Background: an optimization exercise with open tools, aiming at small area, a short achievable clock period and few clock cycles per item. Do not read the settings as production practice. The RTL was checked by simulation tests, not by an equivalence proof against the original design. No activity file was given, so power comes from the tool's default toggle rates.

==> flow/design.v <==
package accelbrot_pkg;
  typedef enum logic [1:0] {
    IDLE,
    ARM,
    BURST
  } state_e;
  function automatic int widx_bits(input int n);
    widx_bits = (n > 1) ? $clog2(n) : 1;
  endfunction
endpackage
module accelbrot_serial_addsub #(
  parameter int WWIDTH = 34
) (
  input  logic              clk,
  input  logic              rstn,
  input  logic              en_i,
  input  logic              first_i,
  input  logic              sub_i,
  input  logic [WWIDTH-1:0] x_i,
  input  logic [WWIDTH-1:0] y_i,
  output logic [WWIDTH-1:0] s_o
);
  logic              c_q;
  logic              cin;
  logic              co;
  logic [WWIDTH-1:0] y_op;
  assign y_op = sub_i ? ~y_i : y_i;
  assign cin  = first_i ? sub_i : c_q;
  assign {co, s_o} = {1'b0, x_i} + {1'b0, y_op}
                   + {{WWIDTH{1'b0}}, cin};
  always_ff @(posedge clk or negedge rstn) begin
    if (!rstn) c_q <= 1'b0;
    else if (en_i) c_q <= co;
  end
endmodule
module accelbrot_scan_gen #(
  parameter int NWORDS = 8,
  parameter int WWIDTH = 34,
  parameter int TWIDTH = 24,
  parameter int XWIDTH = 12,
  parameter int YWIDTH = 12
) (
  input  logic                     clk,
  input  logic                     rstn,
  input  logic [NWORDS*WWIDTH-1:0] cfg_a0,
  input  logic [NWORDS*WWIDTH-1:0] cfg_b0,
  input  logic [NWORDS*WWIDTH-1:0] cfg_step,
  input  logic [XWIDTH-1:0]        cfg_width,
  input  logic [YWIDTH-1:0]        cfg_height,
  input  logic                     ctl_start,
  output logic                     ctl_busy,
  output logic                     ctl_done,
  output logic [31:0]              sts_num_issued,
  output logic [WWIDTH-1:0]        enter_a,
  output logic [WWIDTH-1:0]        enter_b,
  output logic [TWIDTH-1:0]        enter_tag,
  output logic                     enter_start,
  output logic                     enter_valid,
  input  logic                     enter_bp
);
  localparam int NB = NWORDS * WWIDTH;
  localparam int WB = accelbrot_pkg::widx_bits(NWORDS);
  localparam logic [WB-1:0] WLAST = WB'(NWORDS - 1);
  localparam logic [WB-1:0] WLOAD = WB'(NWORDS - 5);
  localparam logic [WB-1:0] WPRE0 = WB'(NWORDS - 4);
  localparam int RB = 5 * WWIDTH;             
  localparam int S1 = (WWIDTH + 2) / 3;       
  localparam int S2 = (WWIDTH - S1) / 2;
  localparam int S3 = WWIDTH - S1 - S2;
  localparam int CW = XWIDTH + YWIDTH;
  logic [NB-1:0]     a_cur_q, a_row0_q, b_cur_q, step_q;
  logic [S1:0]       l1_q;
  logic [S1+S2:0]    l2_q;
  logic [WWIDTH:0]   p_q;
  logic [S1-1:0]     x1_q, y1_q;
  logic              c_q, c1_q, sel0_q, nsel0_q, sel1_q, nsel1_q, sel2_q, sel3_q, nsel2_q, nsel3_q;
  logic [XWIDTH-1:0] width_q, xrem_q;
  logic [YWIDTH-1:0] yrem_q;
  logic              w1_q, w12_q, eor_q, eorn_q, lrow_q, first_q;
  logic [WB-1:0]     ph_q;
  logic [CW-1:0]     issued_q;
  logic              busy_q, run_q, idle_q, done_q, valid_q, vld_q, estart_q;
  logic              empty, go, wlast, wend, last_px, begin_b, ag, bg;
  logic              c_n;
  logic [S1-1:0]     x1, y1;
  logic [S2-1:0]     x2, y2;
  logic [S3-1:0]     x3, y3;
  logic [WWIDTH-1:0] a_lo, b_lo, r_lo, a0w, sum, a_ent, b_ent;
  assign empty   = (cfg_width == '0) || (cfg_height == '0);
  assign go      = ctl_start && !busy_q;
  assign wlast   = (ph_q == WLAST);
  assign wend    = valid_q && wlast;
  assign last_px = eor_q && lrow_q;
  assign begin_b = !enter_bp && busy_q && wlast && !(wend && last_px);
  assign a_lo = a_cur_q[WWIDTH-1:0];
  assign b_lo = b_cur_q[WWIDTH-1:0];
  assign r_lo = a_row0_q[WWIDTH-1:0];
  assign ag  = vld_q && !eor_q;
  assign bg  = vld_q && eor_q;
  assign a0w = first_q ? a_lo : r_lo;
  assign x1 = sel0_q ? b_cur_q[4*WWIDTH +: S1] : a_cur_q[4*WWIDTH +: S1];
  assign y1 = step_q[4*WWIDTH +: S1] ^ {S1{!nsel0_q}};
  assign x2 = sel2_q ? b_cur_q[2*WWIDTH+S1 +: S2] : a_cur_q[2*WWIDTH+S1 +: S2];
  assign y2 = step_q[2*WWIDTH+S1 +: S2] ^ {S2{!nsel2_q}};
  assign x3 = sel3_q ? b_cur_q[WWIDTH+S1+S2 +: S3] : a_cur_q[WWIDTH+S1+S2 +: S3];
  assign y3 = step_q[WWIDTH+S1+S2 +: S3] ^ {S3{!nsel3_q}};
  assign sum   = p_q[WWIDTH-1:0] + WWIDTH'(c_q);
  assign c_n   = p_q[WWIDTH] || (c_q && (&p_q[WWIDTH-1:0]));
  assign a_ent = ag ? sum : bg ? a0w : a_lo;
  assign b_ent = bg ? sum : b_lo;
  always_ff @(posedge clk) begin
    a_cur_q  <= {cfg_a0[NB-RB-1:0], cfg_a0[NB-1:NB-RB]} & {NB{idle_q}}
              | {a_ent, a_cur_q[NB-1:WWIDTH]} & {NB{run_q}};
    b_cur_q  <= {cfg_b0[NB-RB-1:0], cfg_b0[NB-1:NB-RB]} & {NB{idle_q}}
              | {b_ent, b_cur_q[NB-1:WWIDTH]} & {NB{run_q}};
    step_q   <= {cfg_step[NB-RB-1:0], cfg_step[NB-1:NB-RB]} & {NB{idle_q}}
              | {step_q[WWIDTH-1:0], step_q[NB-1:WWIDTH]} & {NB{run_q}};
    a_row0_q <= {a0w, a_row0_q[NB-1:WWIDTH]};
    x1_q     <= x1;
    y1_q     <= y1;
    c1_q     <= sel0_q && ph_q == WPRE0;
    l1_q     <= {1'b0, x1_q} + {1'b0, y1_q} + (S1+1)'(c1_q);
    l2_q     <= {{1'b0, x2} + {1'b0, y2} + (S2+1)'(l1_q[S1]), l1_q[S1-1:0]};
    p_q      <= {{1'b0, x3} + {1'b0, y3} + (S3+1)'(l2_q[S1+S2]), l2_q[S1+S2-1:0]};
    if (ph_q == WLOAD || ph_q == WLAST) begin
      sel0_q  <= vld_q ? eorn_q : eor_q;
      nsel0_q <= !(vld_q ? eorn_q : eor_q);
    end
    sel1_q   <= sel0_q;
    nsel1_q  <= nsel0_q;
    sel2_q   <= sel1_q;
    nsel2_q  <= nsel1_q;
    sel3_q   <= sel2_q;
    nsel3_q  <= nsel2_q;
    c_q      <= c_n && !wlast;
    if (idle_q) begin
      width_q <= cfg_width;
      xrem_q  <= cfg_width;
      yrem_q  <= cfg_height;
      w1_q    <= (cfg_width == XWIDTH'(1));
      w12_q   <= (cfg_width == XWIDTH'(1)) || (cfg_width == XWIDTH'(2));
      eor_q   <= (cfg_width == XWIDTH'(1));
      eorn_q  <= (cfg_width == XWIDTH'(1)) || (cfg_width == XWIDTH'(2));
      lrow_q  <= (cfg_height == YWIDTH'(1));
      first_q <= 1'b1;
    end else if (wend) begin
      first_q <= 1'b0;
      eor_q   <= eorn_q;
      if (eor_q) begin
        xrem_q <= width_q;
        eorn_q <= w12_q;
        yrem_q <= yrem_q - YWIDTH'(1);
        lrow_q <= (yrem_q == YWIDTH'(2));
      end else begin
        xrem_q <= xrem_q - XWIDTH'(1);
        eorn_q <= (xrem_q == XWIDTH'(3)) || (xrem_q == XWIDTH'(2) && w1_q);
      end
    end
  end
  always_ff @(posedge clk or negedge rstn) begin
    if (!rstn) begin
      ph_q     <= '0;
      issued_q <= '0;
      busy_q   <= 1'b0;
      run_q    <= 1'b0;
      idle_q   <= 1'b1;
      done_q   <= 1'b0;
      valid_q  <= 1'b0;
      vld_q    <= 1'b0;
      estart_q <= 1'b0;
    end else begin
      ph_q     <= busy_q ? ph_q + WB'(1) : WLOAD;
      done_q   <= (go && empty) || (wend && last_px);
      estart_q <= begin_b;
      if (begin_b) begin
        valid_q <= 1'b1;
        vld_q   <= 1'b1;
      end else if (wlast) begin
        valid_q <= 1'b0;
        vld_q   <= 1'b0;
      end
      if (go && !empty) begin
        busy_q   <= 1'b1;
        run_q    <= 1'b1;
        idle_q   <= 1'b0;
        issued_q <= '0;
      end else if (wend) begin
        issued_q <= issued_q + CW'(1);
        if (last_px) begin
          busy_q <= 1'b0;
          run_q  <= 1'b0;
          idle_q <= 1'b1;
        end
      end
    end
  end
  assign ctl_busy       = busy_q;
  assign ctl_done       = done_q;
  assign sts_num_issued = 32'(issued_q);
  assign enter_a        = a_lo;
  assign enter_b        = b_lo;
  assign enter_tag      = issued_q[TWIDTH-1:0];
  assign enter_start    = estart_q;
  assign enter_valid    = valid_q;
endmodule
==> flow/config.mk <==
export PLATFORM = sky130hd
export DESIGN_NAME = accelbrot_scan_gen
export DESIGN_NICKNAME = accelbrot_scan_gen
export VERILOG_FILES = /design/flow/design.v
export SDC_FILE = /design/flow/constraint.sdc
export NUM_CORES = 4
export LEC_CHECK = 0
export CAP_MARGIN = 20
export CORE_MARGIN = 2
export CORE_UTILIZATION = 55
export SETUP_SLACK_MARGIN = 2.7
export SLEW_MARGIN = 20
==> flow/constraint.sdc <==
create_clock -name core_clock -period 5.0 [get_ports {clk}]
set_input_delay 1.0000 -clock core_clock [delete_from_list [all_inputs] [get_ports {clk}]]
set_output_delay 1.0000 -clock core_clock [all_outputs]
set_load 0.01 [all_outputs]
standard.sh (not shown) runs the stock make flow with config.mk's settings and CLKGATE_MAP_FILE= SYNTH_SCRIPT=/design/flow/synth_recipe.tcl, a recipe that flattens the netlist after the stock synthesis.
==> flow/flow/run.sh <==
#!/bin/bash
# Standard ORFS layout (the standard.sh) with plain buffers on the ports,
# larger clock-tree leaf clusters driven by smaller buffers, and no dummy
# clock loads.
set -euo pipefail
bash standard.sh "BUFFER_PORTS_ARGS=-buffer_cell sky130_fd_sc_hd__buf_1" \
  "CTS_ARGS=-sink_clustering_enable -repair_clock_nets -dont_use_dummy_load -root_buf sky130_fd_sc_hd__clkbuf_16 -sink_clustering_buffer sky130_fd_sc_hd__clkbuf_8 -sink_clustering_size 14 -sink_clustering_max_diameter 50 -buf_list {sky130_fd_sc_hd__clkbuf_8 sky130_fd_sc_hd__clkbuf_16}" \
  finish > standard_make.log 2>&1
Testbench counts at the start, summed over its fixed seeds: cycles 281,128, pixels 35,068.
Edit:
--- a/flow/design.v
+++ b/flow/design.v
@@ -96,13 +96,13 @@
   assign b_lo = b_cur_q[WWIDTH-1:0];
   assign r_lo = a_row0_q[WWIDTH-1:0];
   assign ag  = vld_q && !eor_q;
   assign bg  = vld_q && eor_q;
   assign a0w = first_q ? a_lo : r_lo;
   assign x1 = sel0_q ? b_cur_q[4*WWIDTH +: S1] : a_cur_q[4*WWIDTH +: S1];
-  assign y1 = step_q[4*WWIDTH +: S1] ^ {S1{!nsel0_q}};
+  assign y1 = step_q[4*WWIDTH +: S1] ^ {S1{!nsel0_q ^ ph_q[0]}};
   assign x2 = sel2_q ? b_cur_q[2*WWIDTH+S1 +: S2] : a_cur_q[2*WWIDTH+S1 +: S2];
   assign y2 = step_q[2*WWIDTH+S1 +: S2] ^ {S2{!nsel2_q}};
   assign x3 = sel3_q ? b_cur_q[WWIDTH+S1+S2 +: S3] : a_cur_q[WWIDTH+S1+S2 +: S3];
   assign y3 = step_q[WWIDTH+S1+S2 +: S3] ^ {S3{!nsel3_q}};
   assign sum   = p_q[WWIDTH-1:0] + WWIDTH'(c_q);
   assign c_n   = p_q[WWIDTH] || (c_q && (&p_q[WWIDTH-1:0]));
@@ -110,14 +110,14 @@
   assign b_ent = bg ? sum : b_lo;
   always_ff @(posedge clk) begin
     a_cur_q  <= {cfg_a0[NB-RB-1:0], cfg_a0[NB-1:NB-RB]} & {NB{idle_q}}
               | {a_ent, a_cur_q[NB-1:WWIDTH]} & {NB{run_q}};
     b_cur_q  <= {cfg_b0[NB-RB-1:0], cfg_b0[NB-1:NB-RB]} & {NB{idle_q}}
               | {b_ent, b_cur_q[NB-1:WWIDTH]} & {NB{run_q}};
-    step_q   <= {cfg_step[NB-RB-1:0], cfg_step[NB-1:NB-RB]} & {NB{idle_q}}
-              | {step_q[WWIDTH-1:0], step_q[NB-1:WWIDTH]} & {NB{run_q}};
+    step_q   <= ~(({cfg_step[NB-RB-1:0], cfg_step[NB-1:NB-RB]} | {NB{run_q}})
+                & ({step_q[WWIDTH-1:0], step_q[NB-1:WWIDTH]} | {NB{idle_q}}));
     a_row0_q <= {a0w, a_row0_q[NB-1:WWIDTH]};
     x1_q     <= x1;
     y1_q     <= y1;
     c1_q     <= sel0_q && ph_q == WPRE0;
     l1_q     <= {1'b0, x1_q} + {1'b0, y1_q} + (S1+1)'(c1_q);
     l2_q     <= {{1'b0, x2} + {1'b0, y2} + (S2+1)'(l1_q[S1]), l1_q[S1-1:0]};
@@ -126,15 +126,15 @@
       sel0_q  <= vld_q ? eorn_q : eor_q;
       nsel0_q <= !(vld_q ? eorn_q : eor_q);
     end
     sel1_q   <= sel0_q;
     nsel1_q  <= nsel0_q;
     sel2_q   <= sel1_q;
-    nsel2_q  <= nsel1_q;
+    nsel2_q  <= !nsel1_q ^ ph_q[0];   
     sel3_q   <= sel2_q;
-    nsel3_q  <= nsel2_q;
+    nsel3_q  <= sel2_q ^ ph_q[0];
     c_q      <= c_n && !wlast;
     if (idle_q) begin
       width_q <= cfg_width;
       xrem_q  <= cfg_width;
       yrem_q  <= cfg_height;
       w1_q    <= (cfg_width == XWIDTH'(1));
- The new run finished clean
- die area is lower by about 2.2%
- worst setup slack loses 0.35 ns
- cell area went down by 1.4%
- combinational power climbs by about 5%
- routed wire length rose by about 2.3%
- non-clock buffer count came out higher by 10
- total power grows by 1.9%
- count of clock-buffer cells in the layout rose by 3
- hold slack gets better by 0.017 ns
Testbench counts after the change, summed over its fixed seeds: cycles 281,128, pixels 35,068.

-- port drivers added, routing unchanged --
Ports are ideal in the flow. The routed layouts listed here were re-timed in OpenROAD.
Step 1 sets driving cells, clkbuf_16 on the clock port and buf_2 on the other inputs (assumed; they add their load-dependent delay and slew).
Step 2 times the ports against the registers' clock, not the clock port: input delays grow and output delays shrink by t, the midpoint of the rising clock arrivals with the driver on.
Slacks: ideal / step 1 / step 2; pairs: ideal / step 1.
run	shift t [ns]	slack for setup (ns)	hold slack, ns
the first run	0.678	2.734 / 2.666 / 2.248	0.265 / 0.265 / 0.265
the second run	0.685	2.385 / 2.385 / 2.143	0.282 / 0.282 / 0.282
After both steps setup and hold are still met in every run listed. The setup slack of the first run, which loses most, moves by -0.068 ns with the drivers and by -0.486 ns with both steps.
